From an optimization exercise on the open Yosys and OpenROAD flow, aimed at small area, a short achievable clock period and few clock cycles per item; shortcuts taken in it are not production practice.
In this exercise RTL edits were held to simulation tests only and were not proved equivalent to the original.
No activity file was given, so power comes from the tool's default toggle rates.

<file path="flow/config.mk">
export PLATFORM = sky130hd
export DESIGN_NAME = thread_id_deque_with_keyed_removal
export DESIGN_NICKNAME = thread_id_deque_with_keyed_removal
export VERILOG_FILES = /design/flow/design.v
export SDC_FILE = /design/flow/constraint.sdc
export NUM_CORES = 4
export LEC_CHECK = 0
export CAP_MARGIN = 20
export CORE_MARGIN = 2
export CORE_UTILIZATION = 40
export SETUP_SLACK_MARGIN = 2.5
export SLEW_MARGIN = 20
export TNS_END_PERCENT = 5
</file>
<file path="flow/design.v">
`default_nettype none
package tidq_pkg;
    localparam int DEPTH_DEF    = 16;
    localparam int ID_WIDTH_DEF = 16;
    localparam int CMD_W  = 3;
    localparam int STAT_W = 2;
    localparam int POS_W  = 4;
    localparam logic [CMD_W-1:0] CMD_PUSH_FRONT = 3'd0;
    localparam logic [CMD_W-1:0] CMD_PUSH_BACK  = 3'd1;
    localparam logic [CMD_W-1:0] CMD_POP_FRONT  = 3'd2;
    localparam logic [CMD_W-1:0] CMD_POP_BACK   = 3'd3;
    localparam logic [CMD_W-1:0] CMD_REMOVE     = 3'd4;
    localparam logic [CMD_W-1:0] CMD_FIND       = 3'd5;
    localparam logic [STAT_W-1:0] ST_OK    = 2'd0;
    localparam logic [STAT_W-1:0] ST_EMPTY = 2'd1;
    localparam logic [STAT_W-1:0] ST_FULL  = 2'd2;
    typedef enum logic [1:0] {
        S_IDLE,
        S_EXEC,
        S_SCAN,
        S_RESP
    } state_t;
    typedef enum logic [1:0] {
        CELL_HOLD,
        CELL_SHIFT_LEFT,
        CELL_SHIFT_RIGHT,
        CELL_WRITE
    } cell_op_t;
    typedef struct packed {
        cell_op_t op;
        logic     wr;
    } cell_ctl_t;
endpackage
`default_nettype wire
`default_nettype none
module thread_id_deque_with_keyed_removal (
    input  wire logic        clk,
    input  wire logic        rst_n,
    input  wire logic        cmd_valid,
    output logic             cmd_ready,
    input  wire logic [2:0]  cmd,
    input  wire logic [15:0] thread_id,
    output logic             rsp_valid,
    input  wire logic        rsp_ready,
    output logic      [1:0]  status,
    output logic      [15:0] result_id,
    output logic      [3:0]  position,
    output logic      [4:0]  entry_count
);
    localparam int N = 16;
    localparam int W = 16;
    logic          rdy_reg;
    logic          x_v;
    logic [2:0]    x_cmd;
    logic [W-1:0]  x_key;
    logic [N-1:0]  e;           
    logic          f_pf, f_pfnf, f_pb, f_of, f_ob, f_rm, f_fd;
    logic [W-1:0]  st [N];
    logic [4:0]    count;
    logic [N-1:0]  vld;
    logic          o_v, s_v;
    logic [26:0]   o_word, s_word;
    logic          fire, accept;
    logic          x_v_n, s_v_n, o_v_n, go_n;
    logic [2:0]    cmd_n;
    logic [N-1:0]  pb_oh, tail_oh;
    logic [N-1:0]  lm;
    logic [N-1:0]  sl, sr, sk, sh;
    logic [N-1:0]  eq_raw, e_next;
    logic          eq_w;
    logic          full, empty, found, inc, dec;
    logic [W-1:0]  tail_val;
    logic [3:0]    pos;
    logic [N-1:0]  vld_next;
    logic [4:0]    cnt_next;
    logic [1:0]    x_stat;
    logic [W-1:0]  x_id;
    logic [3:0]    x_pos;
    logic [26:0]   x_word;
    assign fire   = x_v && !s_v;
    assign accept = cmd_valid && rdy_reg;
    assign full  = vld[N-1];
    assign empty = !vld[0];
    always_comb
    begin
        for (int i = 0; i < N; i++)
        begin
            pb_oh[i]   = (i == 0) ? !vld[0] : (vld[(i + N - 1) % N] && !vld[i]);
            tail_oh[i] = (i == N - 1) ? vld[i] : (vld[i] && !vld[(i + 1) % N]);
        end
        for (int i = 0; i < N; i++)
            lm[i] = |(e & N'((32'd2 << i) - 32'd1));
    end
    assign found = lm[N-1];
    assign pos[3] = !lm[7];
    assign pos[2] = (!lm[3] && lm[7]) || !lm[11];
    assign pos[1] = (!lm[1] && lm[3]) || (!lm[5] && lm[7]) || (!lm[9] && lm[11]) || !lm[13];
    assign pos[0] = (!lm[0] && lm[1]) || (!lm[2] && lm[3]) || (!lm[4] && lm[5]) || (!lm[6] && lm[7])
                 || (!lm[8] && lm[9]) || (!lm[10] && lm[11]) || (!lm[12] && lm[13]) || !lm[14];
    always_comb
    begin
        tail_val = '0;
        for (int i = 0; i < N; i++)
            tail_val = tail_val | ({W{tail_oh[i]}} & (st[i] ^ {W{i[0]}}));
    end
    always_comb
    begin
        for (int i = 0; i < N; i++)
        begin
            sl[i] = f_of || (f_rm && lm[i]);
            sr[i] = f_pfnf && (i != 0);
            sk[i] = (f_pfnf && (i == 0)) || (f_pb && pb_oh[i]);
            sh[i] = !(sl[i] || sr[i] || sk[i]);
        end
    end
    for (genvar i = 0; i < N; i++)
    begin : g_eq
        assign eq_raw[i] = (st[i] ^ {W{i % 2 == 1}}) == thread_id;
    end
    assign eq_w = x_key == thread_id;
    always_comb
    begin
        for (int i = 0; i < N; i++)
        begin
            logic k0, kl, kr;
            k0 = sh[i] && vld[i] && !(f_ob && tail_oh[i]);
            kr = sr[i] && vld[(i + N - 1) % N];
            kl = sl[i] && (i != N - 1) && vld[(i + 1) % N];
            e_next[i] = (sk[i] && eq_w)
                     || (kr && eq_raw[(i + N - 1) % N])
                     || (kl && eq_raw[(i + 1) % N])
                     || (k0 && eq_raw[i]);
        end
    end
    assign inc = f_pfnf || (f_pb && !full);
    assign dec = ((f_of || f_ob) && !empty) || (f_rm && found);
    always_comb
    begin
        logic [4:0] cnt_up, cnt_dn;
        cnt_up = count + 5'd1;
        cnt_dn = count - 5'd1;
        for (int i = 0; i < N; i++)
        begin
            if (inc)
                vld_next[i] = (i == 0) ? 1'b1 : vld[(i + N - 1) % N];
            else if (dec)
                vld_next[i] = (i == N - 1) ? 1'b0 : vld[(i + 1) % N];
            else
                vld_next[i] = vld[i];
        end
        cnt_next = inc ? cnt_up : dec ? cnt_dn : count;
    end
    always_comb
    begin
        x_stat[1] = (f_pf || f_pb) && full;
        x_stat[0] = ((f_of || f_ob) && empty) || ((f_rm || f_fd) && !found);
        x_id      = ({W{f_of && !empty}} & st[0])
                  | ({W{f_ob && !empty}} & tail_val)
                  | ({W{(f_rm || f_fd) && found}} & x_key);
        x_pos     = {4{(f_rm || f_fd) && found}} & pos;
        x_word    = {x_stat, x_id, x_pos, cnt_next};
    end
    for (genvar i = 0; i < N; i++)
    begin : g_slot
        logic [W-1:0] r_in, l_in, k_in;
        if (i == N - 1)
        begin : g_last
            assign r_in = '0;
        end
        else
        begin : g_mid_r
            assign r_in = st[i+1];
        end
        if (i == 0)
        begin : g_first
            assign l_in = '0;
        end
        else
        begin : g_mid_l
            assign l_in = st[i-1];
        end
        assign k_in = (i % 2 == 0) ? ~x_key : x_key;
        always_ff @(posedge clk)
        begin
            if (!sh[i])
                st[i] <= ~(({W{sl[i]}} & r_in) | ({W{sr[i]}} & l_in) | ({W{sk[i]}} & k_in));
        end
    end
    always_comb
    begin
        x_v_n = accept || (x_v && !fire);
        o_v_n = o_v;
        s_v_n = s_v;
        if (o_v && rsp_ready)
        begin
            o_v_n = s_v;
            s_v_n = 1'b0;
        end
        if (fire)
        begin
            if (o_v_n) s_v_n = 1'b1;
            else       o_v_n = 1'b1;
        end
        go_n  = x_v_n && !s_v_n;
        cmd_n = accept ? cmd : x_cmd;
    end
    always_ff @(posedge clk or negedge rst_n)
    begin
        if (!rst_n)
        begin
            x_v     <= 1'b0;
            rdy_reg <= 1'b1;
            o_v     <= 1'b0;
            s_v     <= 1'b0;
            count   <= '0;
            vld     <= '0;
            f_pf    <= 1'b0;
            f_pfnf  <= 1'b0;
            f_pb    <= 1'b0;
            f_of    <= 1'b0;
            f_ob    <= 1'b0;
            f_rm    <= 1'b0;
            f_fd    <= 1'b0;
        end
        else
        begin
            x_v     <= x_v_n;
            o_v     <= o_v_n;
            s_v     <= s_v_n;
            rdy_reg <= !x_v_n || !s_v_n;
            if (fire)
            begin
                count <= cnt_next;
                vld   <= vld_next;
            end
            f_pf    <= go_n && (cmd_n == 3'd0);
            f_pfnf  <= go_n && (cmd_n == 3'd0) && !(fire ? vld_next[N-1] : vld[N-1]);
            f_pb    <= go_n && (cmd_n == 3'd1);
            f_of    <= go_n && (cmd_n == 3'd2);
            f_ob    <= go_n && (cmd_n == 3'd3);
            f_rm    <= go_n && (cmd_n == 3'd4);
            f_fd    <= go_n && (cmd_n == 3'd5);
        end
    end
    always_ff @(posedge clk)
    begin
        if (accept)
        begin
            x_cmd <= cmd;
            x_key <= thread_id;
            e     <= e_next;
        end
        if (!o_v || rsp_ready)
            o_word <= s_v ? s_word : x_word;
        if (fire && o_v && !rsp_ready)
            s_word <= x_word;
    end
    assign cmd_ready   = rdy_reg;
    assign rsp_valid   = o_v;
    assign status      = o_word[26:25];
    assign result_id   = o_word[24:9];
    assign position    = o_word[8:5];
    assign entry_count = o_word[4:0];
endmodule
`default_nettype wire
</file>
<file path="flow/run.sh">
#!/bin/bash
# synth_recipe.tcl (not shown) runs the flow's synth.tcl, then flattens the netlist and writes it again
# the make line also repeats each setting of config.mk as NAME=value (left out here)
make -C /OpenROAD-flow-scripts/flow DESIGN_CONFIG=/design/flow/config.mk WORK_HOME=/design/flow/orfs CLKGATE_MAP_FILE= SYNTH_SCRIPT=/design/flow/synth_recipe.tcl finish
</file>
<file path="flow/constraint.sdc">
create_clock -name core_clock -period 5.0 [get_ports {clk}]
set_input_delay 1.0000 -clock core_clock [delete_from_list [all_inputs] [get_ports {clk}]]
set_output_delay 1.0000 -clock core_clock [all_outputs]
set_load 0.01 [all_outputs]
</file>
==> results.txt, run 1 <==
run status=complete, no violations; Root Driver=clkbuf_16; drt total wl=91810 um; core box area=0.05381 mm2; 1st-pass router iterations=10; TritonCTS Sinks=377; # setup viols final=0; Antenna Nets Post-Route=0; CP Capture Type=register; worst-case clock buffer depth=3; starting density of the core=40.38%; Largest regs=st: 256 flops, o_word: 27 flops, s_word: 27 flops; Cell Rows=85; die width=237.1 um; Leak Pwr=7.879 nW; DRC viols=0; vias per cell=7.056; first-pass GRT wire length=133100 um; WHS=0.4699 ns; clock-pin slew on the worst setup and hold paths=0.06 ns; CP required=5.30 ns; number of port buffers=51; most common cell after layout, fill and taps aside=edfxtp_1; initial antenna violation count=2; CTS buffer count=44; relative slew slack=33.11%; crit path kind=reg2reg; top_reg_cell synth=edfxtp_1; nets=2003; H-tree level count=2; commonest non-fill, non-tap cells in the layout=342 x edfxtp_1, 195 x nor2_1, 144 x xnor2_1, 126 x xor2_1, 114 x a221oi_1; clock skew=0.01402 ns; Largest register FFs=256; remaining global-route overflow=0; max-slew violation count=0; slew at the pin closest to its max-slew limit=1.003 ns; register area share after synthesis=51.23%; fin crit period=2.737 ns; Top reg by flops=st; layout cells sized above 1=14.13%; startpoint types=register; worst vdd ir=0.2642 mV; initial DRC count=3561; CTS tree=yes; ant diodes=0; Mapped Cells=1967; synth-to-layout area growth=16.24%; worst path arrival time=3.04 ns; post-synthesis instance area=0.02173 mm2; post-DR wirelength/cell=33.93 um; Power per Cell Area=487.6 mW/mm2; RSZ-0062 raised after global routing=true; Post-Route Setup TNS=0 ns; Synth cell types=75; vias in the first global route=18420; FF+latch count, synth=377; placed cell count=2598; Clk Latency, worst-skew pair=0.59 ns; Post-Syn Area per Cell=11.05 um2; Die H=237.1 um; number of synthesized flops with an enable pin=342; routability cong.=0.9855; die area=0.05620 mm2; Max Clk Rate=365.4 MHz; critical-path maximum fanout=11; Total GRT Usage=32.02%; routed via count=19090; largest net degree at the start of global routing=106; Yosys Warn Count=2; Non-Filler Instances=2706; Final Hold Vio Count=0; number of max-cap violations=0; HPWL Detailed=65800 um; hold crit path type=reg2reg; asr flop ratio synth=8.488%; IO Count=52; final cycle utilization of the critical path=54.73%
[metal layers]
layer	track usage [%]	part of all wire [%]	wire, um
met5	0	0.16	150
met4	12.22	4.8	4396
met3	6.657	11	10150
met2	49.24	44	40850
met1	44.50	39	36260
[power by group]
part / switching [mW] / internal [mW]
logic: 2.25 / 1.29
clock network: 1.39 / 2.21
registers: 0.738 / 4.43
total: 4.38 / 7.93
[worst max-delay path, stage by stage (launching register included)]
cell and delay (ns):
dfrtp_1 0.57, nand2b_2 0.35, buf_4 0.26, o2bb2ai_1 0.13
or4_1 0.58, o31ai_2 0.38, a31oi_1 0.15
[cell usage after synthesis, drive strengths merged, types with 7 or more instances]
cell     count  area [um2]
a2111o       8       90.09
a2111oi     10       87.58
a21oi       69       345.3
a221o       11       110.1
a221oi     114       998.5
a222oi     112        1121
a22oi       51       382.9
a2bb2oi     21       183.9
a31oi       19       118.9
and2        13       81.33
buf         56       266.5
clkbuf     135       506.7
dfrtp       31       775.7
edfxtp     342       10270
inv         31       116.4
mux2i       18       180.2
nand2       88       332.8
nand2b       7       43.79
nand3       21       110.1
nand4       30       187.7
nor2       200       750.7
nor2b       15       93.84
nor3        30       150.1
nor3b       11       82.58
nor4        53       337.8
o211ai       9       67.56
o21ai       21       105.1
o22ai       17       106.4
o2bb2ai     25       219.0
o31ai       16       120.1
o41ai        8       88.84
or4         11       86.33
xnor2      146        1279
xor2       131        1147
[per-stage QoR]
stage	power [mW]	instance area (um2)	setup slack, ns	util, %
CTS	12.15	25030	2.317	46.50
finish	12.31	25260	2.263	46.94
detailed placement	8.469	22920	1.165	42.60
floorplan	6.949	21740	2.427	-
global route	12.71	25260	2.245	46.94
global placement	8.425	22920	1.215	42.60
[layout make-up]
| cell class | instances | area, um2 |
|---|---|---|
| repair buffers | 155 | 1371 |
| clock inverters | 24 | 366.6 |
| clock buffers | 54 | 1200 |
| multi-input cells | 1367 | 10180 |
| inverters | 33 | 127.6 |
| well taps | 696 | 870.8 |
| flip-flops and latches | 377 | 11140 |
| fillers | 4918 | 28560 |
[repair_timing]
action / 4_1_cts / 5_1_grt
gates cloned: 2 / 0
resized for setup: 127 / 44
setup endpoints to repair: 478 / 254
pin swaps: 13 / 5
hold buffers: 0 / 0
buffers inserted: 15 / 13
[path summary, 6_finish.rpt]
kind                            startpoint         end  slack (ns)  depth (start not counted)
worst max-delay path                vld[4]  o_word[18]        2.26                          6
worst min-delay path              x_cmd[2]    x_cmd[2]        0.47                          2
worst max register to register      vld[4]  o_word[18]        2.26                          6
worst min register to register    x_cmd[2]    x_cmd[2]        0.47                          2
max in group asynchronous            rst_n      f_pfnf        3.95                          1
min in group asynchronous            rst_n        f_ob        0.49                          1
[logic make-up after synthesis]
kind of cell | count (synthesis) | share of synthesized area [%]
buffers and inverters | 224 | 4.129
muxes | 22 | 1.036
adders and majority gates | 2 | 0.1151
and+or+nand+nor | 503 | 11.21
DFF | 377 | 51.23
xor gates and xnor gates | 277 | 11.17
AOI/OAI and AO/OA | 562 | 21.12
Testbench counts, summed over its fixed seeds: cycles 4,816, items 4,800.
==> run 2, diff against run 1 <==
--- a/flow/config.mk
+++ b/flow/config.mk
@@ -9,5 +9,5 @@
 export CORE_MARGIN = 2
-export CORE_UTILIZATION = 40
-export SETUP_SLACK_MARGIN = 2.5
+export CORE_UTILIZATION = 45
+export SETUP_SLACK_MARGIN = 2.8
 export SLEW_MARGIN = 20
-export TNS_END_PERCENT = 5
+export TNS_END_PERCENT = 20
==> results.txt, run 2 <==
placed cell count=2523 (-2.9%); worst-case clock buffer depth=3 (unchanged); hold crit path type=reg2reg; largest net degree at the start of global routing=105 (-0.94%); Die H=223.7 um (-5.6%); sequential share of power=40.7% (-1.3 points); Synth top area share=47.26% (unchanged); Hold Crit Depth=2 (unchanged); Non-Filler Instances=2756 (+1.8%); CTS tree=yes; crit path max-delay cell type=or4_4; Largest register FFs=256 (unchanged); Root Driver=clkbuf_16; most common cell after layout, fill and taps aside=edfxtp_1; H-tree level count=2 (unchanged); TritonCTS Sinks=377 (unchanged); Largest regs=st: 256 flops, o_word: 27 flops, s_word: 27 flops; CP Capture Type=register; slew at the pin closest to its max-slew limit=1.033 ns (+0.02944 ns); final setup margin=2.543 ns (+0.2794 ns); Post-Syn Area per Cell=11.05 um2 (unchanged); vias per cell=7.260 (+2.9%); area of the multi-input gates=0.01132 mm2 (+11%); synth-to-layout area growth=27.11%; top_reg_cell synth=edfxtp_1; die width=223.7 um (-5.6%); Power per Cell Area=460.0 mW/mm2 (-5.6%); post-synthesis instance area=0.02173 mm2 (unchanged); NetSw=4.759 mW (+8.6%); number of synthesized flops with an enable pin=342 (unchanged); startpoint types=register; fin crit period=2.457 ns (-0.2794 ns); WHS=0.4832 ns (+0.01328 ns); Antenna Nets Post-Route=0 (unchanged); worst path arrival time=2.81 ns (-0.23 ns); commonest non-fill, non-tap cells in the layout=342 x edfxtp_1, 195 x nor2_1, 168 x buf_4, 139 x xnor2_1, 116 x xor2_1; ant diodes=0 (unchanged); max-slew violation count=0 (unchanged); Top reg by flops=st; vias in the first global route=18880 (+2.5%); nets=2135 (+6.6%); Internal Power=7.946 mW (+0.18%); Leak Pwr=8.909 nW (+13%); Max stage delay on crit path=0.60 ns (+0.02 ns); routed via count=20010 (+4.8%); clock-pin slew on the worst setup and hold paths=0.06 ns (about the same); Max Clk Rate=407.0 MHz (+11%); Net Sw Frac=37.46% (+1.9 points); DRC viols=0 (unchanged); # setup viols final=0 (unchanged); routability cong.=1.021 (+3.6%); starting density of the core=45.51% (+5.1 points); asr flop ratio synth=8.488% (unchanged); Yosys Warn Count=2 (unchanged); post-place setup slack=1.131 ns (-0.03328 ns); hold_sp=x_cmd[2]; Filler cells=3921 (-20%); CTS buffer count=45 (+2.3%); Clk Latency, worst-skew pair=0.60 ns (about the same); run status=complete, no violations; final cycle utilization of the critical path=49.14% (-5.6 points); clock skew=0.01900 ns (+0.004979 ns); CP required=5.35 ns (+0.05 ns); hold buffer count at cts=0 (unchanged); R2R cell count=5 (-1); Final Hold Vio Count=0 (unchanged); number of port buffers=51 (unchanged); critical-path maximum fanout=3 (-8); number of max-cap violations=0 (unchanged); RSZ-0062 raised after global routing=true; Clk pwr share=25.3% (-3.9 points); Post-Route Setup TNS=0 ns (unchanged); worst vdd ir=0.2921 mV (+11%); core box area=0.04775 mm2 (-11%); Mapped Cells=1967 (unchanged); initial antenna violation count=2 (unchanged); cell chain of the critical path=or4_4 > or4_4 > a21o_4 > nor3b_1 > a2111o_1; IO Count=52 (unchanged); first-pass GRT wire length=136400 um (+2.5%); 1st-pass router iterations=13 (+3); top cell type by total area after synthesis=edfxtp_1; layout cells sized above 1=25.88% (+12 points); most frequent cell after synthesis=edfxtp_1; most area-consuming cells after synthesis=edfxtp_1 47%, xnor2_1 5.9%, xor2_1 5.3%; r2r setup slk=2.54 ns (+0.28 ns); combinational share of power=34.0% (+5.2 points); Synth cell types=75 (unchanged); register area share after synthesis=51.23% (unchanged); relative slew slack=31.15% (-2.0 points); Cell Rows=80 (-5.9%); post-DR wirelength/cell=35.11 um (+3.5%); remaining global-route overflow=0 (unchanged); HPWL Detailed=65490 um (-0.47%); most used cell, CP=or4_4; crit path kind=reg2reg; initial DRC count=3747 (+5.2%); register area=0.01116 mm2 (+0.21%); Total GRT Usage=37.37% (+5.3 points); die area=0.05006 mm2 (-11%); FF-to-FF End=e[6]; FF+latch count, synth=377 (unchanged); drt total wl=96750 um (+5.4%); r2r startpoint=e[3]; Hold Crit Endpoint=x_cmd[2]; Commonest cells post-synth=342 x edfxtp_1, 200 x nor2_1, 146 x xnor2_1, 135 x clkbuf_1, 131 x xor2_1
==> run 2: cell counts after synthesis <==
No cell type changed its count.
==> run 2: how the worst max path moves through the flow <==
stage | start | to | depth (start not counted)
3_5_place_dp | thread_id[4] | e[10] | 6
4_1_cts | e[2] | e[6] | 5
5_1_grt | e[1] | e[10] | 8
2_1_floorplan | e[2] | e[8] | 6
3_3_place_gp | thread_id[4] | e[10] | 6
6_report | e[3] | e[6] | 5
==> run 2: power by group through the flow <==
stage / combinational, mW / sequential, mW / clock [mW]
after floorplan: 2.07 / 4.91 / 0
after global placement: 3.26 / 5.20 / 0
after detailed placement: 3.31 / 5.21 / 0
after CTS: 3.88 / 5.13 / 3.21
after global routing: 4.51 / 5.20 / 3.33
final: 4.32 / 5.17 / 3.22
==> run 2: timing repair <==
| item | 4_1_cts | 5_1_grt |
|---|---|---|
| setup buffers | 111 | 33 |
| gates resized for setup | 408 | 89 |
| cloned | 7 | 4 |
| pin swaps | 90 | 28 |
| endpoints found under the setup margin | 635 | 495 |
==> run 2: stage by stage <==
| step | utilization, % | cell area (um2) | total power [mW] |
|---|---|---|---|
| global route | 57.85 | 27620 | 13.04 |
| detailed placement | 48.05 | 22940 | 8.523 |
| CTS | 56.16 | 26820 | 12.22 |
| finish | 57.85 | 27620 | 12.71 |
| floorplan | - | 21960 | 6.982 |
| global placement | 48.05 | 22940 | 8.463 |
==> run 2: cells by family after synthesis <==
kind of cell	synth area share [%]
AO/OA/AOI/OAI	21.12
AND/OR/NAND/NOR	11.21
flip-flops	51.23
XOR/XNOR	11.17
buffers and inverters	4.129
multiplexers	1.036
adder cells (fa/ha/maj)	0.1151
==> run 2: layout make-up <==
| class | instances | share of cell area, % |
|---|---|---|
| clock buffers | 56 | 4.299 |
| clock inverters | 22 | 0.6342 |
| inverters | 33 | 0.5029 |
| multi-input cells | 1367 | 40.98 |
| flip-flops and latches | 377 | 40.41 |
| well taps | 615 | 2.786 |
| repair buffers | 286 | 10.39 |
==> run 2: routing by layer <==
layer	vias up	track usage, %	share of wire [%]
li1	8108	-	-
met1	9890	50.54	38
met2	1686	56.17	43
met3	320	9.680	13
met4	4	17.70	6.1
met5	-	0	0.028
==> run 2: critical path, delay by kind of cell, from the launching register on <==
kind	cells	cell delay, ns
simple gates	3	1.26
compound gates	2	0.53
flops	1	0.41
==> run 3, diff against run 2 <==
--- a/flow/design.v
+++ b/flow/design.v
@@ -51,3 +51,2 @@
     localparam int W = 16;
-    logic          rdy_reg;
     logic          x_v;
@@ -60,6 +59,7 @@
     logic [N-1:0]  vld;
-    logic          o_v, s_v;
-    logic [26:0]   o_word, s_word;
-    logic          fire, accept;
-    logic          x_v_n, s_v_n, o_v_n, go_n;
+    logic          o_v;
+    logic [26:0]   o_word;
+    logic          ofree, fire, accept;
+    logic          x_v_n;
+    logic          g_pf, g_pfnf, g_pb, g_of, g_ob, g_rm, g_fd;
     logic [2:0]    cmd_n;
@@ -79,4 +79,13 @@
     logic [26:0]   x_word;
-    assign fire   = x_v && !s_v;
-    assign accept = cmd_valid && rdy_reg;
+    assign ofree     = !o_v || rsp_ready;
+    assign fire      = x_v && ofree;
+    assign cmd_ready = !x_v || ofree;
+    assign accept    = cmd_valid && cmd_ready;
+    assign g_pf   = f_pf && ofree;
+    assign g_pfnf = f_pfnf && ofree;
+    assign g_pb   = f_pb && ofree;
+    assign g_of   = f_of && ofree;
+    assign g_ob   = f_ob && ofree;
+    assign g_rm   = f_rm && ofree;
+    assign g_fd   = f_fd && ofree;
     assign full  = vld[N-1];
@@ -109,5 +118,5 @@
         begin
-            sl[i] = f_of || (f_rm && lm[i]);
-            sr[i] = f_pfnf && (i != 0);
-            sk[i] = (f_pfnf && (i == 0)) || (f_pb && pb_oh[i]);
+            sl[i] = g_of || (g_rm && lm[i]);
+            sr[i] = g_pfnf && (i != 0);
+            sk[i] = (g_pfnf && (i == 0)) || (g_pb && pb_oh[i]);
             sh[i] = !(sl[i] || sr[i] || sk[i]);
@@ -125,3 +134,3 @@
             logic k0, kl, kr;
-            k0 = sh[i] && vld[i] && !(f_ob && tail_oh[i]);
+            k0 = sh[i] && vld[i] && !(g_ob && tail_oh[i]);
             kr = sr[i] && vld[(i + N - 1) % N];
@@ -134,4 +143,4 @@
     end
-    assign inc = f_pfnf || (f_pb && !full);
-    assign dec = ((f_of || f_ob) && !empty) || (f_rm && found);
+    assign inc = g_pfnf || (g_pb && !full);
+    assign dec = ((g_of || g_ob) && !empty) || (g_rm && found);
     always_comb
@@ -154,8 +163,8 @@
     begin
-        x_stat[1] = (f_pf || f_pb) && full;
-        x_stat[0] = ((f_of || f_ob) && empty) || ((f_rm || f_fd) && !found);
-        x_id      = ({W{f_of && !empty}} & st[0])
-                  | ({W{f_ob && !empty}} & tail_val)
-                  | ({W{(f_rm || f_fd) && found}} & x_key);
-        x_pos     = {4{(f_rm || f_fd) && found}} & pos;
+        x_stat[1] = (g_pf || g_pb) && full;
+        x_stat[0] = ((g_of || g_ob) && empty) || ((g_rm || g_fd) && !found);
+        x_id      = ({W{g_of && !empty}} & st[0])
+                  | ({W{g_ob && !empty}} & tail_val)
+                  | ({W{(g_rm || g_fd) && found}} & x_key);
+        x_pos     = {4{(g_rm || g_fd) && found}} & pos;
         x_word    = {x_stat, x_id, x_pos, cnt_next};
@@ -191,15 +200,2 @@
         x_v_n = accept || (x_v && !fire);
-        o_v_n = o_v;
-        s_v_n = s_v;
-        if (o_v && rsp_ready)
-        begin
-            o_v_n = s_v;
-            s_v_n = 1'b0;
-        end
-        if (fire)
-        begin
-            if (o_v_n) s_v_n = 1'b1;
-            else       o_v_n = 1'b1;
-        end
-        go_n  = x_v_n && !s_v_n;
         cmd_n = accept ? cmd : x_cmd;
@@ -211,5 +207,3 @@
             x_v     <= 1'b0;
-            rdy_reg <= 1'b1;
             o_v     <= 1'b0;
-            s_v     <= 1'b0;
             count   <= '0;
@@ -227,5 +221,3 @@
             x_v     <= x_v_n;
-            o_v     <= o_v_n;
-            s_v     <= s_v_n;
-            rdy_reg <= !x_v_n || !s_v_n;
+            o_v     <= fire || (o_v && !rsp_ready);
             if (fire)
@@ -235,9 +227,9 @@
             end
-            f_pf    <= go_n && (cmd_n == 3'd0);
-            f_pfnf  <= go_n && (cmd_n == 3'd0) && !(fire ? vld_next[N-1] : vld[N-1]);
-            f_pb    <= go_n && (cmd_n == 3'd1);
-            f_of    <= go_n && (cmd_n == 3'd2);
-            f_ob    <= go_n && (cmd_n == 3'd3);
-            f_rm    <= go_n && (cmd_n == 3'd4);
-            f_fd    <= go_n && (cmd_n == 3'd5);
+            f_pf    <= x_v_n && (cmd_n == 3'd0);
+            f_pfnf  <= x_v_n && (cmd_n == 3'd0) && !(fire ? vld_next[N-1] : vld[N-1]);
+            f_pb    <= x_v_n && (cmd_n == 3'd1);
+            f_of    <= x_v_n && (cmd_n == 3'd2);
+            f_ob    <= x_v_n && (cmd_n == 3'd3);
+            f_rm    <= x_v_n && (cmd_n == 3'd4);
+            f_fd    <= x_v_n && (cmd_n == 3'd5);
         end
@@ -252,8 +244,5 @@
         end
-        if (!o_v || rsp_ready)
-            o_word <= s_v ? s_word : x_word;
-        if (fire && o_v && !rsp_ready)
-            s_word <= x_word;
-    end
-    assign cmd_ready   = rdy_reg;
+        if (fire)
+            o_word <= x_word;
+    end
     assign rsp_valid   = o_v;
==> results.txt, run 3 <==
run status=complete, no violations; hold buffer count at cts=0 (unchanged); first-pass GRT wire length=130200 um (-4.5%); Final Hold Vio Count=0 (unchanged); vias per cell=7.260 (about the same); H-tree level count=2 (unchanged); starting density of the core=45.67% (+0.17 points); routed via count=19180 (-4.1%); number of max-cap violations=0 (unchanged); DP Area=0.02148 mm2 (-6.4%); Cell Rows=77 (-3.8%); Power per Cell Area=341.4 mW/mm2 (-26%); final cycle utilization of the critical path=49.61% (+0.46 points); Max Clk Rate=403.2 MHz (-0.94%); HPWL Detailed=61730 um (-5.7%); register area share after synthesis=50.74% (-0.50 points); design area=0.02579 mm2 (-6.6%); Mapped Cells=1885 (-4.2%); clock skew=0.02569 ns (+0.006689 ns); worst-case clock buffer depth=3 (unchanged); hold crit path type=reg2reg; CTS tree=yes; TritonCTS Sinks=348 (-7.7%); number of synthesized flops with an enable pin=315 (-7.9%); crit path max-delay cell type=buf_6; Largest register FFs=256 (unchanged); drt total wl=92560 um (-4.3%); 1st-pass router iterations=13 (unchanged); core box area=0.04432 mm2 (-7.2%); clock-pin slew on the worst setup and hold paths=0.06 ns (about the same); asr flop ratio synth=8.621% (+0.13 points); Die H=216.1 um (-3.4%); top_reg_cell synth=edfxtp_1; Root Driver=clkbuf_16; Top reg by flops=st; most area-consuming cells after synthesis=edfxtp_1 47%, xnor2_1 6.6%, a221oi_1 5.7%; RSZ-0062 raised after global routing=true; post-synthesis instance area=0.02024 mm2 (-6.8%); Synth cell types=64 (-15%); CTS buffer count=41 (-8.9%); most frequent cell after synthesis=edfxtp_1; die area=0.04669 mm2 (-6.7%); routability cong.=1.014 (-0.67%); relative slew slack=40.87% (+9.7 points); slew at the pin closest to its max-slew limit=0.8869 ns (-0.1459 ns); max-slew violation count=0 (unchanged); Largest regs=st: 256 flops, o_word: 27 flops; crit path kind=in2out; die width=216.1 um (-3.4%); post-DR wirelength/cell=35.04 um (-0.20%); Post-Syn Area per Cell=10.74 um2 (-2.8%); initial antenna violation count=2 (unchanged); worst path arrival time=1.48 ns (-1.33 ns); vias in the first global route=17970 (-4.8%); largest net degree at the start of global routing=63 (-40%); number of port buffers=51 (unchanged); critical-path maximum fanout=2 (-1); Yosys Warn Count=2 (unchanged); CP required=4.00 ns (-1.35 ns); FF+latch count, synth=348 (-7.7%); commonest non-fill, non-tap cells in the layout=315 x edfxtp_1, 185 x nor2_1, 165 x buf_4, 143 x xnor2_1, 126 x a221oi_1; most used cell, CP=buf_6; Post-Route Setup TNS=0 ns (unchanged); fin crit period=2.480 ns (+0.02321 ns); top cell type by total area after synthesis=edfxtp_1; Max stage delay on crit path=0.12 ns (-0.48 ns); Commonest cells post-synth=315 x edfxtp_1, 194 x nor2_1, 153 x xnor2_1, 136 x clkbuf_1, 132 x a221oi_1; CP Capture Type=primary output; Synth top area share=46.73% (-0.53 points); # setup viols final=0 (unchanged); most common cell after layout, fill and taps aside=edfxtp_1; worst vdd ir=0.2844 mV (-2.7%); Antenna Nets Post-Route=0 (unchanged); startpoint types=input port; final core occ=58.20% (+0.35 points); layout cells sized above 1=23.91% (-2.0 points); IO Count=52 (unchanged); cell chain of the critical path=buf_6 > nor2b_4 > buf_6 > nand2_8 > buf_6; initial DRC count=4163 (+11%); remaining global-route overflow=0 (unchanged); synth-to-layout area growth=27.41%; Leak Pwr=8.453 nW (-5.1%); nets=2044 (-4.3%); Total GRT Usage=37.99% (+0.62 points); Clk Latency, worst-skew pair=0.59 ns (about the same); DRC viols=0 (unchanged)
==> run 3: cell count changes after synthesis, sizes merged, moves of 20 or more <==
cell,before,now
edfxtp,342,315
o2bb2ai,25,0
o21ai,21,89
nand4,30,50
nand2,88,113
a21oi,69,48
a22oi,51,26
==> run 3: worst paths after layout <==
kind / start / cells after the start / slack (ns) / to
worst max-delay path: rsp_ready / 5 / 2.52 / cmd_ready
worst max register to register: e[0] / 9 / 2.55 / e[6]
worst min register to register: x_cmd[2] / 2 / 0.50 / x_cmd[2]
worst min-delay path: x_cmd[2] / 2 / 0.50 / x_cmd[2]
min in group asynchronous: rst_n / 2 / 0.82 / vld[1]
max in group asynchronous: rst_n / 2 / 3.84 / vld[15]
==> run 3: kinds of logic (layout without fill, tap and decap cells) <==
kind of cell             count (synthesis)  in the layout  synth area share [%]
multiplexers                            13             13                0.6490
adder cells (fa/ha/maj)                  2              2                0.1236
AND/OR/NAND/NOR                        505            512                 11.83
other                                    0              1                     0
buffers and inverters                  207            363                 4.135
XOR/XNOR                               280            280                 12.12
AO/OA/AOI/OAI                          530            531                 20.41
flip-flops                             348            348                 50.74
==> run 3: per-stage QoR <==
step | worst slack, ns | hold WS, ns | power (mW) | std cells
after CTS | 2.520 | 0.5093 | 8.605 | 2566
final | 2.520 | 0.5027 | 8.805 | 2642
after floorplan | 2.029 | 0.4566 | 4.671 | 1885
after global placement | 0.9194 | 0.4704 | 5.272 | 2403
after detailed placement | 0.8730 | 0.4836 | 5.291 | 2403
after global routing | 2.492 | 0.5433 | 8.980 | 2641
==> run 3: worst max-delay path: cells and delay by family <==
kind	cells	cell delay [ns]
buffers and inverters	3	0.34
and+or+nand+nor	2	0.14
==> run 3: power by group <==
part	switching, mW	total [mW]	internal, mW	leakage, nW
sequential	0.318	3.82	3.51	3.01
clock	1.30	3.11	1.81	0.652
combinational	1.14	1.87	0.733	4.79
total	2.75	8.81	6.05	8.45
==> run 3: layout make-up <==
class	instances	area [um2]
diodes	1	2.502
clock buffers	49	1099
clock inverters	24	232.7
fillers	3668	18530
inverters	16	65.06
multi-input cells	1338	10590
flip-flops and latches	348	10290
well taps	592	740.7
repair buffers	274	2765
==> run 3: per-layer routing <==
layer  part of all wire, %  vias up  global-route usage, %
met2                    42     1768                  55.42
li1                      -     7711                      -
met4                   7.3        2                  21.30
met3                    14      354                  9.544
met5                0.0097        -                      0
met1                    36     9347                  51.66
==> run 3: what timing repair did <==
item                       CTS  global route
buffers inserted            80            70
gates resized for setup    331           111
setup endpoints to repair  668           514
pin swaps                   57            31
cloned                      10             5
Testbench counts of run 3, summed over its fixed seeds: cycles 4,816, items 4,800.
==> run 4, diff against run 3 <==
--- a/flow/design.v
+++ b/flow/design.v
@@ -60,3 +60,3 @@
     logic          o_v;
-    logic [26:0]   o_word;
+    logic [21:0]   o_word;
     logic          ofree, fire, accept;
@@ -78,3 +78,3 @@
     logic [3:0]    x_pos;
-    logic [26:0]   x_word;
+    logic [21:0]   x_word;
     assign ofree     = !o_v || rsp_ready;
@@ -169,3 +169,3 @@
         x_pos     = {4{(g_rm || g_fd) && found}} & pos;
-        x_word    = {x_stat, x_id, x_pos, cnt_next};
+        x_word    = {x_stat, x_id, x_pos};
     end
@@ -248,6 +248,6 @@
     assign rsp_valid   = o_v;
-    assign status      = o_word[26:25];
-    assign result_id   = o_word[24:9];
-    assign position    = o_word[8:5];
-    assign entry_count = o_word[4:0];
+    assign status      = o_word[21:20];
+    assign result_id   = o_word[19:4];
+    assign position    = o_word[3:0];
+    assign entry_count = count;
 endmodule
==> results.txt, run 4 <==
run status=complete, no violations; CP delay by family, top=simple AND/OR/NAND/NOR gates; Antenna Nets Post-Route=0 (unchanged); H-tree level count=2 (unchanged); Yosys Warn Count=2 (unchanged); first-pass GRT wire length=136200 um (+4.6%); Max stage delay on crit path=0.53 ns (+0.41 ns); main combinational cell family by area after synthesis=compound AO/OA/AOI/OAI gates; remaining global-route overflow=0 (unchanged); top cell type by total area after synthesis=edfxtp_1; Commonest cells post-synth=310 x edfxtp_1, 181 x nor2_1, 174 x xor2_1, 134 x clkbuf_1, 131 x a221oi_1; Synth top area share=45.35% (-1.4 points); worst-case clock buffer depth=3 (unchanged); layout cells sized above 1=23.42% (-0.50 points); Leak Pwr=7.946 nW (-6.0%); critical-path maximum fanout=8 (+6); Largest regs=st: 256 flops, o_word: 22 flops; Total GRT Usage=40.12% (+2.1 points); register area share after synthesis=49.30% (-1.4 points); die area=0.04734 mm2 (+1.4%); Cell Rows=78 (+1.3%); Die H=217.6 um (+0.68%); nets=1911 (-6.5%); asr flop ratio synth=8.746% (+0.13 points); drt total wl=96940 um (+4.7%); die width=217.6 um (+0.68%); adder-cell share of the synthesized area=0.2804% (+0.16 points); starting density of the core=45.43% (-0.25 points); clock-pin slew on the worst setup and hold paths=0.06 ns (about the same); Power per Cell Area=352.5 mW/mm2 (+3.3%); fin crit period=2.508 ns (+0.02712 ns); RSZ-0062 raised after global routing=true; most frequent cell after synthesis=edfxtp_1; Mapped Cells=1820 (-3.4%); worst vdd ir=0.2742 mV (-3.6%); final cycle utilization of the critical path=50.15% (+0.54 points); cell chain of the critical path=nor4_4 > buf_4 > nand4_4 > or3_4 > nor2b_4 > a221o_2; max-slew violation count=0 (unchanged); area fraction in compound gates after synthesis=21.00% (+0.59 points); hold crit path type=reg2reg; crit path kind=reg2reg; core box area=0.04519 mm2 (+2.0%); CTS buffer count=41 (unchanged); vias per cell=7.563 (+4.2%); routability cong.=0.9985 (-1.5%); post-synthesis instance area=0.02053 mm2 (+1.4%); Synth cell types=81 (+27%); final core occ=55.17% (-3.0 points); CTS tree=yes; FF+latch count, synth=343 (-1.4%); XOR/XNOR share of the synthesized area=11.78% (-0.34 points); Largest register FFs=256 (unchanged); simple-gate area share of the yosys netlist=10.93% (-0.90 points); most common cell after layout, fill and taps aside=edfxtp_1; IO Count=52 (unchanged); number of synthesized flops with an enable pin=310 (-1.6%); Post-Syn Area per Cell=11.28 um2 (+5.0%); Top reg by flops=st; CP required=5.30 ns (+1.30 ns); HPWL Detailed=65160 um (+5.6%); startpoint types=register; number of port buffers=51 (unchanged); top_reg_cell synth=edfxtp_1; Final Hold Vio Count=0 (unchanged); Root Driver=clkbuf_16; initial DRC count=3907 (-6.1%); Post-Route Setup TNS=0 ns (unchanged); post-DR wirelength/cell=38.58 um (+10%); crit path max-delay cell type=a221o_2; routed via count=19010 (-0.92%); CP Capture Type=register; Clk Latency, worst-skew pair=0.58 ns (about the same); CP bufs+invs=1 (-2); DRC viols=0 (unchanged); initial antenna violation count=1 (-1); mux contribution to synthesized area=1.731% (+1.1 points); most area-consuming cells after synthesis=edfxtp_1 45%, xor2_1 7.4%, a221oi_1 5.6%; TritonCTS Sinks=343 (-1.4%); synth-to-layout area growth=21.44%; # setup viols final=0 (unchanged); slew at the pin closest to its max-slew limit=1.035 ns (+0.1480 ns); worst path arrival time=2.80 ns (+1.32 ns); 1st-pass router iterations=8 (-5); hold buffer count at cts=0 (unchanged); largest net degree at the start of global routing=59 (-6.3%); relative slew slack=31.01% (-9.9 points); ant diodes=0 (-1); commonest non-fill, non-tap cells in the layout=310 x edfxtp_1, 177 x nor2_1, 168 x xor2_1, 126 x buf_4, 112 x a222oi_1; vias in the first global route=17890 (-0.46%); Max Clk Rate=398.8 MHz (-1.1%); number of max-cap violations=0 (unchanged); clock skew=0.01610 ns (-0.009590 ns)
run 4: cell count changes in the layout (fill, tap and decap cells not counted), moves of 39 or more:
cell	delta
xor2_1	+51
xnor2_1	-47
buf_4	-39
o21ai_0	-51
o2bb2ai_1	+54
nand2_1	-69
run 4: what timing repair did:
action | in CTS | in global routing
setup endpoints to repair | 653 | 470
cloned | 10 | 6
buffers inserted | 48 | 18
resized for setup | 277 | 77
pin swaps | 45 | 30
run 4: final timing paths:
kind                           from         to  slack, ns  depth (start not counted)
min                        count[4]   count[4]       0.46                          1
max                            e[1]  o_word[5]       2.49                          6
max in group asynchronous     rst_n    vld[14]       3.85                          2
min reg2reg                count[4]   count[4]       0.46                          1
min in group asynchronous     rst_n        o_v       0.82                          2
max reg2reg                    e[1]  o_word[5]       2.49                          6
run 4: metrics by stage:
step                setup WS, ns  hold slack (ns)  std cells  instance area, um2  power, mW
floorplan                  2.295           0.4460       1820               20970      4.586
global placement          0.9147           0.4518       2359               21690      5.297
detailed placement        0.9304           0.4623       2359               21690      5.310
CTS                        2.506           0.4703       2489               24330      8.614
global route               2.443           0.4787       2513               24930      8.942
finish                     2.492           0.4578       2513               24930      8.787
run 4: kinds of logic (layout without fill, tap and decap cells):
group | count (synthesis) | after routing
flops | 343 | 343
compound gates | 510 | 514
xor+xnor | 276 | 276
fa+ha+maj | 4 | 4
simple gates | 437 | 444
buf+inv | 218 | 300
mux | 32 | 32
run 4: power by group:
part	leakage, nW	switching (mW)	internal [mW]
Clock	0.665	1.31	1.92
Combinational	4.34	1.21	0.702
Sequential	2.94	0.283	3.37
Total	7.95	2.80	5.99
run 4: worst reg2reg max path, cell delays in order, from the launching register on:
cell and delay [ns]:
edfxtp_1 0.47, nor4_4 0.29, buf_4 0.19, nand4_4 0.12, or3_4 0.38, nor2b_4 0.23
a221o_2 0.54
run 4: layer usage:
| metal | global-route usage, % | routed length, um |
|---|---|---|
| met5 | 0 | 0 |
| met4 | 20.80 | 5895 |
| met3 | 10.95 | 13810 |
| met2 | 59.71 | 41790 |
| met1 | 53.49 | 35440 |
run 4: area by class of cell:
type	count	area [um2]
tap	600	750.7
sequential	343	10140
fill	3848	20260
inverter	20	82.58
multi-input combinational	1270	10620
clock buffer	49	1056
timing repair buffer	208	1961
clock inverter	23	320.3
Testbench counts of run 4, summed over its fixed seeds: cycles 4,816, items 4,800.
==> run 5, diff against run 4 <==
--- a/flow/config.mk
+++ b/flow/config.mk
@@ -10,2 +10,4 @@
 export CORE_UTILIZATION = 45
+export CTS_CLUSTER_DIAMETER = 70
+export CTS_CLUSTER_SIZE = 25
 export SETUP_SLACK_MARGIN = 2.8
==> results.txt, run 5 <==
hold_sp=count[4]; asr flop ratio synth=8.746% (unchanged); RSZ-0062 raised after global routing=true; worst path arrival time=2.90 ns (+0.10 ns); largest net degree at the start of global routing=117 (+98%); FF-to-FF End=o_word[6]; Leak Pwr=7.752 nW (-2.4%); CTS tree=yes; routability cong.=0.9985 (unchanged); Total GRT Usage=39.20% (-0.92 points); initial antenna violation count=0 (-1); Non-Filler Instances=2496 (-0.68%); IO Count=52 (unchanged); Clk pwr share=32.5% (-4.2 points); hold crit path type=reg2reg; first-pass GRT wire length=134000 um (-1.6%); vias in the first global route=17850 (-0.25%); die area=0.04734 mm2 (unchanged); core box area=0.04519 mm2 (unchanged); synth-to-layout area growth=19.04%; nets=1897 (-0.73%); top_reg_cell synth=edfxtp_1; clock-pin slew on the worst setup and hold paths=0.08 ns (+0.02 ns); Synth top area share=45.35% (unchanged); routed via count=18500 (-2.7%); Max Clk Rate=391.7 MHz (-1.8%); register area share after synthesis=49.30% (unchanged); Mapped Cells=1820 (unchanged); Top reg by flops=st; commonest non-fill, non-tap cells in the layout=310 x edfxtp_1, 176 x nor2_1, 170 x xor2_1, 129 x buf_4, 113 x a221oi_1; R2R cell count=6 (unchanged); Die H=217.6 um (unchanged); final cycle utilization of the critical path=51.06% (+0.91 points); placed cell count=2359 (unchanged); FF+latch count, synth=343 (unchanged); top cell type by total area after synthesis=edfxtp_1; # setup viols final=0 (unchanged); NetSw=2.879 mW (+2.9%); Cell Rows=78 (unchanged); sequential share of power=44.5% (+2.9 points); Root Driver=clkbuf_16; DRC viols=0 (unchanged); Largest register FFs=256 (unchanged); number of port buffers=51 (unchanged); startpoint types=register; post-DR wirelength/cell=37.96 um (-1.6%); initial DRC count=3504 (-10%); Power per Cell Area=335.1 mW/mm2 (-4.9%); H-tree level count=1 (-1); drt total wl=94740 um (-2.3%); r2r setup slk=2.45 ns (-0.05 ns); crit path kind=reg2reg; Final Hold Vio Count=0 (unchanged); layout cells sized above 1=23.02% (-0.40 points); DP Area=0.02169 mm2 (unchanged); Antenna Nets Post-Route=0 (unchanged); CP Capture Type=register; vias per cell=7.412 (-2.0%); number of synthesized flops with an enable pin=310 (unchanged); Clk Latency, worst-skew pair=0.62 ns (+0.04 ns); CTS buffer count=30 (-27%); Net Sw Frac=35.17% (+3.3 points); 1st-pass router iterations=7 (-1); Hold Crit Endpoint=count[4]; Commonest cells post-synth=310 x edfxtp_1, 181 x nor2_1, 174 x xor2_1, 134 x clkbuf_1, 131 x a221oi_1; starting density of the core=45.43% (unchanged); number of max-cap violations=0 (unchanged); worst vdd ir=0.2628 mV (-4.2%); r2r startpoint=vld[13]; worst-case clock buffer depth=3 (unchanged); Hold Crit Depth=1 (unchanged); most common cell after layout, fill and taps aside=edfxtp_1; Yosys Warn Count=2 (unchanged); Internal Power=5.309 mW (-11%); combinational share of power=23.0% (+1.3 points); Post-Syn Area per Cell=11.28 um2 (unchanged); design area=0.02443 mm2 (-2.0%); Largest regs=st: 256 flops, o_word: 22 flops; Synth cell types=81 (unchanged); TritonCTS Sinks=343 (unchanged); remaining global-route overflow=0 (unchanged); most frequent cell after synthesis=edfxtp_1; CP required=5.34 ns (+0.04 ns); most area-consuming cells after synthesis=edfxtp_1 45%, xor2_1 7.4%, a221oi_1 5.6%; Post-Route Setup TNS=0 ns (unchanged); max-slew violation count=0 (unchanged); clock skew=0.01969 ns (+0.003588 ns); relative slew slack=33.75% (+2.7 points); HPWL Detailed=65160 um (unchanged); die width=217.6 um (unchanged); run status=complete, no violations; critical-path maximum fanout=16 (+8); fin crit period=2.553 ns (+0.04564 ns); slew at the pin closest to its max-slew limit=0.9937 ns (-0.04121 ns); post-synthesis instance area=0.02053 mm2 (unchanged)
==> run 5: cell counts after synthesis <==
Identical to the previous run, type by type.
==> run 5: layer usage <==
layer / global-route usage, % / up-vias / part of all wire (%)
li1: - / 7429 / -
met1: 51.97 / 9169 / 37
met2: 58.69 / 1607 / 43
met3: 11.05 / 295 / 14
met4: 19.73 / 0 / 6.3
met5: 0 / - / 0
==> run 5: power by group through the flow <==
stage               combinational [mW]  clock (mW)  sequential (mW)
detailed placement                1.61           0             3.70
global route                      1.95        2.75             3.65
floorplan                         1.02           0             3.57
finish                            1.88        2.66             3.64
global placement                  1.61           0             3.69
CTS                               1.76        2.67             3.62
==> run 5: critical path, stage by stage (launching register included) <==
cell       delay, ns
dfrtp_2         0.64
nor2b_1         0.11
buf_6           0.23
o2bb2ai_1       0.16
nor4_1          0.57
a31oi_1         0.16
a221o_2         0.41
==> run 5: what timing repair did <==
action                                  in CTS  in global routing
cloned                                       7                  4
endpoints found under the setup margin     653                559
pin swaps                                   42                 14
resized for setup                          267                 74
hold buffers                                 0                  0
setup buffers                               52                 16
==> run 5: kinds of logic after synthesis <==
kind of cell | count (synthesis) | share of synthesized area (%)
AO/OA/AOI/OAI | 510 | 21.00
multiplexers | 32 | 1.731
buffers and inverters | 218 | 4.980
adder cells (fa/ha/maj) | 4 | 0.2804
AND/OR/NAND/NOR | 437 | 10.93
XOR/XNOR | 276 | 11.78
flip-flops | 343 | 49.30
==> run 5: how the worst max path moves through the flow <==
| stage | from | end | slack (ns) | depth (start not counted) |
|---|---|---|---|---|
| 6_report | vld[13] | o_word[6] | 2.45 | 6 |
| 5_1_grt | e[1] | o_word[6] | 2.42 | 6 |
| 4_1_cts | o_word[7] | result_id[3] | 2.48 | 1 |
| 3_5_place_dp | thread_id[3] | e[4] | 0.93 | 7 |
| 3_3_place_gp | thread_id[3] | e[4] | 0.91 | 7 |
| 2_1_floorplan | rsp_ready | count[4] | 2.29 | 11 |
==> run 5: area by class of cell <==
cell class / instances / area [um2]
fill: 3915 / 20750
multi-input combinational: 1267 / 10470
sequential: 343 / 10140
timing repair buffer: 208 / 1901
clock buffer: 31 / 775.7
tap: 600 / 750.7
clock inverter: 25 / 319.1
inverter: 20 / 82.58
antenna: 2 / 5.005
==> run 5: stage by stage <==
| stage | hold WS (ns) | worst slack (ns) | util, % | total power [mW] |
|---|---|---|---|---|
| floorplan | 0.4460 | 2.295 | - | 4.586 |
| global placement | 0.4518 | 0.9147 | 48.01 | 5.297 |
| detailed placement | 0.4623 | 0.9304 | 48.01 | 5.310 |
| CTS | 0.4686 | 2.481 | 53.09 | 8.059 |
| global route | 0.4832 | 2.420 | 54.06 | 8.353 |
| finish | 0.4584 | 2.447 | 54.08 | 8.188 |
==> run 6, diff against run 5 <==
==> flow/flow/run.sh (new file) <==
#!/bin/bash
set -euo pipefail
export BUFFER_PORTS_ARGS="-buffer_cell sky130_fd_sc_hd__buf_4"
export REMOVE_ABC_BUFFERS=1
bash standard.sh > standard.log 2>&1
==> flow/standard.sh (new file) <==
#!/bin/bash
# synth_recipe.tcl (not shown) runs the flow's synth.tcl, then flattens the netlist and writes it again
# the make line also repeats each setting of config.mk as NAME=value (left out here)
make -C /OpenROAD-flow-scripts/flow DESIGN_CONFIG=/design/flow/config.mk WORK_HOME=/design/flow/orfs CLKGATE_MAP_FILE= SYNTH_SCRIPT=/design/flow/synth_recipe.tcl "${@:-finish}"
removed: flow/run.sh
==> results.txt, run 6 <==
run status=complete, no violations; critical-path maximum fanout=18 (+2); Die H=217.6 um (unchanged); relative slew slack=34.45% (+0.70 points); CP startpoint=thread_id[15]; HPWL Detailed=58870 um (-9.6%); Clk Latency, worst-skew pair=0.61 ns (about the same); Max Clk Rate=392.3 MHz (+0.16%); Power per Cell Area=328.0 mW/mm2 (-2.1%); fin crit period=2.549 ns (-0.004090 ns); die width=217.6 um (unchanged); Leak Pwr=7.317 nW (-5.6%); startpoint types=input port; number of max-cap violations=0 (unchanged); worst-case clock buffer depth=3 (unchanged); die area=0.04734 mm2 (unchanged); largest net degree at the start of global routing=82 (-30%); Top reg by flops=st; register area=0.01013 mm2 (about the same); # setup viols final=0 (unchanged); top cell type by total area after synthesis=edfxtp_1; H-tree level count=1 (unchanged); DRC viols=0 (unchanged); post-synthesis instance area=0.02053 mm2 (unchanged); placed cell count=2323 (-1.5%); slew at the pin closest to its max-slew limit=0.9757 ns (-0.01803 ns); Commonest cells post-synth=310 x edfxtp_1, 181 x nor2_1, 174 x xor2_1, 134 x clkbuf_1, 131 x a221oi_1; Largest regs=st: 256 flops, o_word: 22 flops; r2r setup slk=2.46 ns (about the same); Synth top area share=45.35% (unchanged); Antenna Nets Post-Route=0 (unchanged); remaining global-route overflow=0 (unchanged); TritonCTS Sinks=343 (unchanged); Post-Syn Area per Cell=11.28 um2 (unchanged); area of the multi-input gates=0.01038 mm2 (-0.84%); R2R cell count=6 (unchanged); vias per cell=7.454 (+0.57%); synth-to-layout area growth=15.40%; RSZ-0062 raised after global routing=true; clock-pin slew on the worst setup and hold paths=0.09 ns (about the same); WHS=0.3255 ns (-0.1329 ns); drt total wl=85260 um (-10%); crit path kind=in2reg; top_reg_cell synth=edfxtp_1; clock skew=0.02823 ns (+0.008547 ns); Non-Filler Instances=2437 (-2.4%); asr flop ratio synth=8.746% (unchanged); CP Capture Type=register; max-slew violation count=0 (unchanged); Mapped Cells=1820 (unchanged); Root Driver=clkbuf_16; Cell Rows=78 (unchanged); FF-to-FF End=o_word[6]; register area share after synthesis=49.30% (unchanged); 1st-pass router iterations=9 (+2); Largest register FFs=256 (unchanged); post-DR wirelength/cell=34.99 um (-7.8%); CTS tree=yes; vias in the first global route=16780 (-6.0%); first-pass GRT wire length=119800 um (-11%); r2r startpoint=vld[12]; final cycle utilization of the critical path=50.98% (-0.082 points); design area=0.02369 mm2 (-3.1%); Filler cells=3891 (-0.61%); IO Count=52 (unchanged); final core occ=52.42% (-1.7 points); routability cong.=1.023 (+2.4%); Post-Route Setup TNS=0 ns (unchanged); FF+latch count, synth=343 (unchanged); core box area=0.04519 mm2 (unchanged); commonest non-fill, non-tap cells in the layout=310 x edfxtp_1, 179 x nor2_1, 173 x xor2_1, 118 x buf_4, 112 x a222oi_1; worst path arrival time=2.96 ns (+0.06 ns); Total GRT Usage=34.50% (-4.7 points); CP endpoint=e[10]; Final Hold Vio Count=0 (unchanged); starting density of the core=45.43% (unchanged); routed via count=18170 (-1.8%); layout cells sized above 1=21.13% (-1.9 points); CP required=5.41 ns (+0.07 ns); DP Area=0.02111 mm2 (-2.7%); hold buffer count at cts=0 (unchanged); initial DRC count=3852 (+9.9%); most area-consuming cells after synthesis=edfxtp_1 45%, xor2_1 7.4%, a221oi_1 5.6%; number of port buffers=51 (unchanged); CTS buffer count=27 (-10%); Synth cell types=81 (unchanged); most common cell after layout, fill and taps aside=edfxtp_1; initial antenna violation count=2 (+2); number of synthesized flops with an enable pin=310 (unchanged); worst vdd ir=0.2926 mV (+11%); nets=1842 (-2.9%); hold crit path type=in2async; Yosys Warn Count=2 (unchanged); most frequent cell after synthesis=edfxtp_1
-- run 6: cell types whose count changed in the layout (fill, tap and decap cells not counted), moves of 7 or more --
cell	before	now
clkdlybuf4s50_1	16	0
buf_4	129	118
dlygate4sd2_1	10	0
a221oi_1	113	105
mux2_4	5	13
a221oi_2	18	25
mux2_2	21	14
-- run 6: timing repair --
action	4_1_cts	5_1_grt
cloned	9	5
setup buffers	30	19
gates resized for setup	115	105
endpoints found under the setup margin	593	405
pin swaps	16	34
-- run 6: area by class of cell --
class                      instances  share of cell area, %
antenna                            1                0.01056
clock buffer                      29                  2.884
clock inverter                    21                  1.157
inverter                          20                 0.3486
multi-input combinational       1269                  43.81
sequential                       343                  42.77
tap                              600                  3.169
timing repair buffer             154                  5.853
-- run 6: how the worst min path moves through the flow --
stage	from	to
detailed placement	x_cmd[2]	x_cmd[2]
finish	rst_n	vld[8]
CTS	rst_n	vld[1]
global placement	x_cmd[2]	x_cmd[2]
floorplan	x_cmd[2]	x_cmd[2]
global route	rst_n	vld[10]
-- run 6: kinds of logic after synthesis --
kind of cell	after synthesis	synth area share, %
and+or+nand+nor	437	10.93
AOI/OAI and AO/OA	510	21.00
muxes	32	1.731
DFF	343	49.30
buffers and inverters	218	4.980
adders and majority gates	4	0.2804
xor gates and xnor gates	276	11.78
-- run 6: metal layers --
layer	wire, um	GRT usage, %
met5	0	0
met4	4014	13.45
met3	11530	5.872
met2	37340	51.65
met1	32390	49.78
-- run 6: per-stage QoR --
step                      power, mW  setup slack, ns
after floorplan               4.437           -1.852
after detailed placement      5.158           0.9726
after global routing          7.926            2.449
final                         7.770            2.451
after global placement        5.149            1.046
after CTS                     7.607            2.541
-- run 6: power by group --
group / total, mW / switching, mW / internal (mW) / leakage [nW]
Sequential: 3.63 / 0.268 / 3.36 / 2.94
Combinational: 1.74 / 1.09 / 0.644 / 3.91
Clock: 2.40 / 1.27 / 1.13 / 0.467
-- run 6: worst max-delay path, stage by stage --
cell and delay (ns):
buf_6 0.17, xnor2_1 0.35, nand4_1 0.30, nor4_1 0.73, nand2_1 0.13, o221ai_1 0.25
==> run 7, diff against run 6 <==
--- a/flow/config.mk
+++ b/flow/config.mk
@@ -10,4 +10,2 @@
 export CORE_UTILIZATION = 45
-export CTS_CLUSTER_DIAMETER = 70
-export CTS_CLUSTER_SIZE = 25
 export SETUP_SLACK_MARGIN = 2.8
==> results.txt, run 7 <==
number of synthesized flops with an enable pin=310 (unchanged); number of max-cap violations=0 (unchanged); most area-consuming cells after synthesis=edfxtp_1 45%, xor2_1 7.4%, a221oi_1 5.6%; Power per Cell Area=336.5 mW/mm2 (+2.6%); CP Capture Type=register; met3 GRT Util=7.782% (+1.9 points); fin crit period=2.552 ns (+0.002820 ns); sequential share of power=45.0% (-1.7 points); post-place setup slack=0.9726 ns (unchanged); initial DRC count=4241 (+10%); Leak Pwr=7.511 nW (+2.6%); routability cong.=1.023 (unchanged); final setup margin=2.448 ns (-0.002820 ns); Top reg by flops=st; Non-Filler Instances=2470 (+1.4%); Max Clk Rate=391.9 MHz (-0.11%); Post-Route Setup TNS=0 ns (unchanged); most frequent cell after synthesis=edfxtp_1; largest net degree at the start of global routing=82 (unchanged); final cycle utilization of the critical path=51.04% (+0.056 points); final core occ=53.14% (+0.72 points); Total GRT Usage=34.79% (+0.29 points); core box area=0.04519 mm2 (unchanged); Post-Syn Area per Cell=11.28 um2 (unchanged); initial antenna violation count=3 (+1); Clk Latency, worst-skew pair=0.57 ns (-0.04 ns); number of port buffers=51 (unchanged); run status=complete, no violations; remaining global-route overflow=0 (unchanged); clock-pin slew on the worst setup and hold paths=0.06 ns (-0.03 ns); TritonCTS Sinks=343 (unchanged); slew at the pin closest to its max-slew limit=0.9976 ns (+0.02193 ns); Cell Rows=78 (unchanged); Final Hold Vio Count=0 (unchanged); critical-path maximum fanout=15 (-3); Synth top area share=45.35% (unchanged); 1st-pass router iterations=11 (+2); Largest register FFs=256 (unchanged); die width=217.6 um (unchanged); asr flop ratio synth=8.746% (unchanged); die area=0.04734 mm2 (unchanged); drt total wl=86530 um (+1.5%); nets=1871 (+1.6%); total power=8.081 mW (+4.0%); RSZ-0062 raised after global routing=true; NetSw=2.593 mW (-1.7%); Root Driver=clkbuf_16; post-DR wirelength/cell=35.03 um (+0.13%); HPWL Detailed=58870 um (unchanged); routed via count=18410 (+1.3%); Internal Power=5.488 mW (+6.9%); Antenna Nets Post-Route=0 (unchanged); FF+latch count, synth=343 (unchanged); starting density of the core=45.43% (unchanged); register area share after synthesis=49.30% (unchanged); Yosys Warn Count=2 (unchanged); vias per cell=7.451 (about the same); Die H=217.6 um (unchanged); CTS tree=yes; worst vdd ir=0.1752 mV (-40%); GR peak layer=met2; Mapped Cells=1820 (unchanged); startpoint types=register; post-synthesis instance area=0.02053 mm2 (unchanged); IO Count=52 (unchanged); Largest regs=st: 256 flops, o_word: 22 flops; top cell type by total area after synthesis=edfxtp_1; crit path kind=reg2reg; DRC viols=0 (unchanged); hold crit path type=in2async; CP required=5.31 ns (-0.10 ns); clock skew=0.01905 ns (-0.009187 ns); most common cell after layout, fill and taps aside=edfxtp_1; met1 Usage GRT=49.04% (-0.74 points); commonest non-fill, non-tap cells in the layout=310 x edfxtp_1, 179 x nor2_1, 170 x xor2_1, 132 x buf_4, 114 x a221oi_1; max-slew violation count=0 (unchanged); layout cells sized above 1=21.19% (+0.055 points); vias in the first global route=16890 (+0.69%); Net Sw Frac=32.08% (-1.9 points); H-tree level count=2 (+1); relative slew slack=32.98% (-1.5 points); met2 Use GR=51.75% (+0.11 points); Commonest cells post-synth=310 x edfxtp_1, 181 x nor2_1, 174 x xor2_1, 134 x clkbuf_1, 131 x a221oi_1; # setup viols final=0 (unchanged); synth-to-layout area growth=16.98%; Synth cell types=81 (unchanged); Clk pwr share=33.3% (+2.4 points); placed cell count=2323 (unchanged); worst path arrival time=2.86 ns (-0.10 ns); combinational share of power=21.8% (-0.6 points); top_reg_cell synth=edfxtp_1; worst-case clock buffer depth=3 (unchanged); CTS buffer count=39 (+44%); first-pass GRT wire length=120100 um (+0.25%)
[run 7: cell count changes in the layout (fill, tap and decap cells not counted), moves of 7 or more]
cell,change
a221oi_2,-9
clkbuf_1,+9
a221oi_1,+9
buf_4,+14
clkinv_8,-7
clkbuf_16,+13
[run 7: cell families (layout without fill, tap and decap cells)]
kind of cell | Yosys count | count (layout) | synth area share (%)
flops | 343 | 343 | 49.30
mux | 32 | 32 | 1.731
other cells | 0 | 1 | 0
buf+inv | 218 | 255 | 4.980
simple gates | 437 | 444 | 10.93
fa+ha+maj | 4 | 4 | 0.2804
compound gates | 510 | 515 | 21.00
xor+xnor | 276 | 276 | 11.78
[run 7: stage by stage]
step	hold WS, ns	instance area [um2]
2_1_floorplan	0.4460	19580
3_3_place_gp	0.4564	21110
3_5_place_dp	0.4633	21110
4_1_cts	0.3530	23090
5_1_grt	0.3846	24010
6_report	0.3570	24010
[run 7: final timing paths]
path | start | endpoint | slack, ns | depth (start not counted)
max | vld[13] | o_word[6] | 2.45 | 7
min | rst_n | vld[8] | 0.36 | 1
max reg2reg | vld[13] | o_word[6] | 2.45 | 7
min reg2reg | x_cmd[2] | x_cmd[2] | 0.48 | 2
max in group asynchronous | rst_n | f_pb | 4.31 | 1
min in group core_clock | x_cmd[2] | x_cmd[2] | 0.48 | 2
[run 7: worst max-delay path: stages (launching register included)]
cell	delay (ns)
dfrtp_1	0.35
buf_4	0.29
nor2b_2	0.08
buf_4	0.25
o2bb2ai_1	0.17
nor4_2	0.49
a31oi_1	0.25
a221o_2	0.38
[run 7: power by group through the flow]
| stage | logic [mW] | registers (mW) | clock network [mW] |
|---|---|---|---|
| after floorplan | 0.813 | 3.62 | 0 |
| after global placement | 1.46 | 3.69 | 0 |
| after detailed placement | 1.47 | 3.69 | 0 |
| after CTS | 1.58 | 3.62 | 2.70 |
| after global routing | 1.82 | 3.64 | 2.79 |
| final | 1.76 | 3.63 | 2.69 |
[run 7: area by class of cell]
cell class | instances | area (um2)
diodes | 1 | 2.502
clock buffers | 52 | 1045
clock inverters | 14 | 77.57
fillers | 3873 | 21180
inverters | 20 | 82.58
multi-input cells | 1271 | 10370
flip-flops and latches | 343 | 10130
well taps | 600 | 750.7
repair buffers | 169 | 1555
[run 7: what timing repair did]
action / CTS / global route
resized for setup: 107 / 110
hold buffers: 0 / 0
endpoints found under the setup margin: 593 / 485
pin swaps: 15 / 24
setup buffers: 36 / 30
cloned: 7 / 7
[run 7: routing by layer]
metal,share of wire [%],vias to the layer above
li1,-,7391
met1,37,9041
met2,43,1705
met3,15,266
met4,5.3,2
met5,0.015,-

==> port drivers added, routing unchanged <==
The results above use ideal ports. As a check the final layouts listed here were re-extracted and re-timed, cells and wires unchanged.
Step 1 assumes that a clkbuf_16 drives the clock port and a buf_2 every other input.
Step 2 adds t to the input delays and takes it off the output delays; t is the mean of the earliest and latest rising clock arrival at the registers after step 1. Input paths then give back, and output paths get back, about the clock's delay inside the block.
a / b / c = no drivers / after step 1 / after step 2; a / b = the first two.
| run | shift t [ns] | setup slack, ns | hold slack, ns | worst setup path after step 2 |
|---|---|---|---|---|
| run 1 | 0.641 | 2.263 / 2.263 / 1.690 | 0.470 / 0.458 / 0.470 | input to register |
| run 2 | 0.654 | 2.543 / 2.543 / 2.007 | 0.483 / 0.456 / 0.483 | input to register |
| run 3 | 0.633 | 2.520 / 2.487 / 2.005 | 0.503 / 0.503 / 0.503 | input to register |
| run 4 | 0.626 | 2.492 / 2.492 / 1.943 | 0.458 / 0.458 / 0.458 | input to register |
| run 5 | 0.671 | 2.447 / 2.447 / 1.851 | 0.458 / 0.458 / 0.458 | input to register |
| run 6 | 0.653 | 2.451 / 2.462 / 1.822 | 0.326 / 0.289 / 0.480 | input to register |
| run 7 | 0.623 | 2.448 / 2.448 / 1.884 | 0.357 / 0.320 / 0.478 | input to register |
After both steps setup and hold are still met in every run listed. For run 6, which loses most, drivers alone change the setup slack by +0.011 ns; drivers and shift together by -0.629 ns.
